Background: an optimization exercise with open tools, aiming at small area. Do not read the settings as production practice. In this exercise RTL edits were held to simulation tests only and were not proved equivalent to the original. Power and IR drop assume default switching activity.

Setup of run A:
Design lcd_ctrl_top, start of the top module:
module lcd_ctrl_top #(
    parameter int unsigned T_POWER      = 750000,   
    parameter int unsigned T_WAKE1      = 205000,
    parameter int unsigned T_WAKE2      = 500,
    parameter int unsigned T_CMD        = 2000,     
    parameter int unsigned T_CLEAR      = 82000,    
    parameter int unsigned T_E_PULSE    = 12,
    parameter int unsigned T_NIBBLE_GAP = 50
) (
    input  logic       clk,
    input  logic       rst,
    input  logic       wb_cyc,
    input  logic       wb_stb,
    input  logic       wb_we,
    input  logic [5:0] wb_adr,
    input  logic [7:0] wb_dat_w,
    output logic [7:0] wb_dat_r,
    output logic       wb_ack,
    output logic       lcd_e,
    output logic       lcd_rs,
    output logic [3:0] lcd_data
);
Settings: LEC_CHECK=0, CAP_MARGIN=20, CORE_MARGIN=2, CORE_UTILIZATION=75, SLEW_MARGIN=20, SYNTH_HIERARCHICAL=1, SYNTH_MINIMUM_KEEP_SIZE=0; clock period 20.0 ns.
standard.sh (not shown) runs the stock make flow with config.mk's settings and CLKGATE_MAP_FILE= SYNTH_SCRIPT=/design/flow/synth_recipe.tcl, a recipe that flattens the netlist after the stock synthesis.
==> flow/flow/run.sh <==
#!/bin/bash
# Layout flow: the standard flow (standard.sh) with two changes made
# through ORFS's own knobs:
#  - clock tree synthesis without dummy loads, with larger sink clusters
#  - port buffers use the smallest buffer cell
set -e
cp standard.sh standard_sh.log
export CTS_ARGS="-sink_clustering_enable -repair_clock_nets -dont_use_dummy_load -sink_clustering_size 30 -sink_clustering_max_diameter 100 -buf_list sky130_fd_sc_hd__clkbuf_16"
export BUFFER_PORTS_ARGS="-buffer_cell sky130_fd_sc_hd__buf_1"
bash standard.sh > standard.log 2>&1
Modified inputs, run B compared to run A
Settings: an added CTS_BUF_LIST of sky130_fd_sc_hd__clkbuf_4.
==> flow/run.sh (new file) <==
#!/bin/bash
# synth_recipe.tcl (not shown) runs the flow's synth.tcl, then flattens the netlist and writes it again
# the make line also repeats each setting of config.mk as NAME=value (left out here)
make -C /OpenROAD-flow-scripts/flow DESIGN_CONFIG=/design/flow/config.mk WORK_HOME=/design/flow/orfs CLKGATE_MAP_FILE= SYNTH_SCRIPT=/design/flow/synth_recipe.tcl finish
removed: flow/flow/run.sh
removed: flow/standard.sh
==> notes.md <==
- Run B: PASS, flow complete, no timing, DRC or antenna violations
- Compared with run A, run B shows a switching power summed over all nets that is 20% higher.
- Timing endpoint of the critical path = wb_dat_r[3]: run A; timing endpoint of the critical path = wb_dat_r[1]: run B
- The run showing the greater total routed wire length on the met1 layer is run A.
- | first-pass iteration count of the detailed router | lower: run A |
- Comparing run A and run B, the lower worst clock skew on the final layout was measured on run A.
- Number of buffers added by the clock tree synthesis step delta for run B relative to run A: 61 higher
- Cell area after layout grows by a few percent when moving from run A to run B.
- Relative to run A, number of global-route vias before repair has increased by about 7% in run B.
- Run B: share of cell area taken by multi-input logic gates is 2.6 points lower than what run A reported.
- Relative to run A, the routed length per placed instance measured on run B has decreased slightly.
For run C, these inputs were changed with respect to run B:
Settings: CTS_BUF_LIST removed (was sky130_fd_sc_hd__clkbuf_4).
==> flow/flow/run.sh (new file) <==
#!/bin/bash
# Layout flow: the standard flow (standard.sh) with two changes made
# through ORFS's own knobs:
#  - clock tree synthesis without dummy loads, with larger sink clusters
#  - port buffers use the smallest buffer cell
set -e
cp standard.sh standard_sh.log
export CTS_ARGS="-sink_clustering_enable -repair_clock_nets -dont_use_dummy_load -sink_clustering_size 16 -sink_clustering_max_diameter 60 -buf_list sky130_fd_sc_hd__clkbuf_8"
export BUFFER_PORTS_ARGS="-buffer_cell sky130_fd_sc_hd__buf_1"
bash standard.sh > standard.log 2>&1
==> flow/standard.sh (new file) <==
#!/bin/bash
# synth_recipe.tcl (not shown) runs the flow's synth.tcl, then flattens the netlist and writes it again
# the make line also repeats each setting of config.mk as NAME=value (left out here)
make -C /OpenROAD-flow-scripts/flow DESIGN_CONFIG=/design/flow/config.mk WORK_HOME=/design/flow/orfs CLKGATE_MAP_FILE= SYNTH_SCRIPT=/design/flow/synth_recipe.tcl "${@:-finish}"
removed: flow/run.sh
[summary]
Relative to run B, run C improves minimum setup slack after placement.
Against run B, clock buffer count in the final layout in run C fell by more than half.
On run C: share of power burned in registers is 10 points higher than what run B gave.
As far as area of combinational cells with multiple inputs is concerned, run C and run B perform about the same.
Final critical path time including I/O delays and setup: run C < run B
Comparing run C and run B, layout overhead on the synthesized area is lower on run C.
met2 global-route usage down 4.9 points in run C wrt run B
Going from run B to run C, number of inserted diodes went down by 1, clock buffer count from CTS has decreased, sequential power has remained practically unchanged.
What run D does differently from run C at the input level:
Settings: CTS_BUF_LIST newly set to sky130_fd_sc_hd__clkbuf_8.
==> flow/run.sh (new file) <==
#!/bin/bash
# synth_recipe.tcl (not shown) runs the flow's synth.tcl, then flattens the netlist and writes it again
# the make line also repeats each setting of config.mk as NAME=value (left out here)
make -C /OpenROAD-flow-scripts/flow DESIGN_CONFIG=/design/flow/config.mk WORK_HOME=/design/flow/orfs CLKGATE_MAP_FILE= SYNTH_SCRIPT=/design/flow/synth_recipe.tcl finish
removed: flow/flow/run.sh
removed: flow/standard.sh
## What came out
Compared with run C, in run D clock tree buffer count of the final layout rose by 36; worst path buffer plus inverter count rose by 1; final area rose by about 6%; total power rose by about 20%. [run D vs run C] clock-pin slew on the worst setup and hold paths: lower in run D. Run D ended with every stage complete and zero timing, DRC or antenna violations. Worst hold slack after final layout ended up 0.0088 ns lower on run D than on run C. Wire length after detailed routing on run D is up relative to run C.

* * *

Another version of the RTL of lcd_ctrl_top (not shown whole).
Size: roughly 1100 cells after synthesis, ~300 flip-flops, about 34 I/O pins.
clock: 20.0 ns
lec_check: 0
cap_margin: 0
core_margin: 2
core_utilization: 75
slew_margin: 0
synth_hierarchical: 1
synth_minimum_keep_size: 0
==> flow/flow/run.sh <==
#!/bin/bash
# Layout flow: the standard flow (standard.sh) with two changes made
# through ORFS's own knobs:
#  - clock tree synthesis without dummy loads, with larger sink clusters
#  - port buffers use the smallest buffer cell
set -e
cp standard.sh standard_sh.log
export CTS_ARGS="-sink_clustering_enable -repair_clock_nets -dont_use_dummy_load -sink_clustering_size 10 -sink_clustering_max_diameter 50 -buf_list sky130_fd_sc_hd__clkbuf_4"
export BUFFER_PORTS_ARGS="-buffer_cell sky130_fd_sc_hd__buf_1"
bash standard.sh > standard.log 2>&1
The baseline finished with timing, DRC and antenna clean.
Rerun with:
--- a/flow/flow/run.sh
+++ b/flow/flow/run.sh
@@ -8 +8 @@
-export CTS_ARGS="-sink_clustering_enable -repair_clock_nets -dont_use_dummy_load -sink_clustering_size 10 -sink_clustering_max_diameter 50 -buf_list sky130_fd_sc_hd__clkbuf_4"
+export CTS_ARGS="-sink_clustering_enable -repair_clock_nets -dont_use_dummy_load -sink_clustering_size 16 -sink_clustering_max_diameter 60 -buf_list sky130_fd_sc_hd__clkbuf_8"
Fmax came out lower by 1.3%.
Final area is about the same.
Non-clock buffer count is unchanged.

==> separate check: timing with driven ports <==
In the flow no input, the clock included, has a driving cell. The finished layouts below were timed again as built, in two steps.
Step 1, drivers: a clkbuf_16 drives clk and a buf_2 each remaining input, both assumed.
Step 2 adds t to the input delays and takes it off the output delays; t is the mean of the earliest and latest rising clock arrival at the registers after step 1. Input paths then give back, and output paths get back, about the clock's delay inside the block.
Three values: ideal, step 1, step 2; two values: the first two.
run	shift t [ns]	setup WS [ns]	cell pins on the clock port's net
run A	0.534	9.135 / 9.103 / 9.103	1
run B	0.724	7.990 / 7.967 / 7.967	1
run C	0.590	9.050 / 8.993 / 8.993	1
run D	0.610	8.088 / 8.065 / 8.065	1
the first run of note 2	0.674	9.297 / 9.275 / 9.275	1
the second run of note 2	0.595	9.151 / 9.130 / 9.130	1
After both steps every run listed still meets setup and hold. For run C, which loses most, drivers alone change the setup slack by -0.057 ns; drivers and shift together by -0.057 ns.
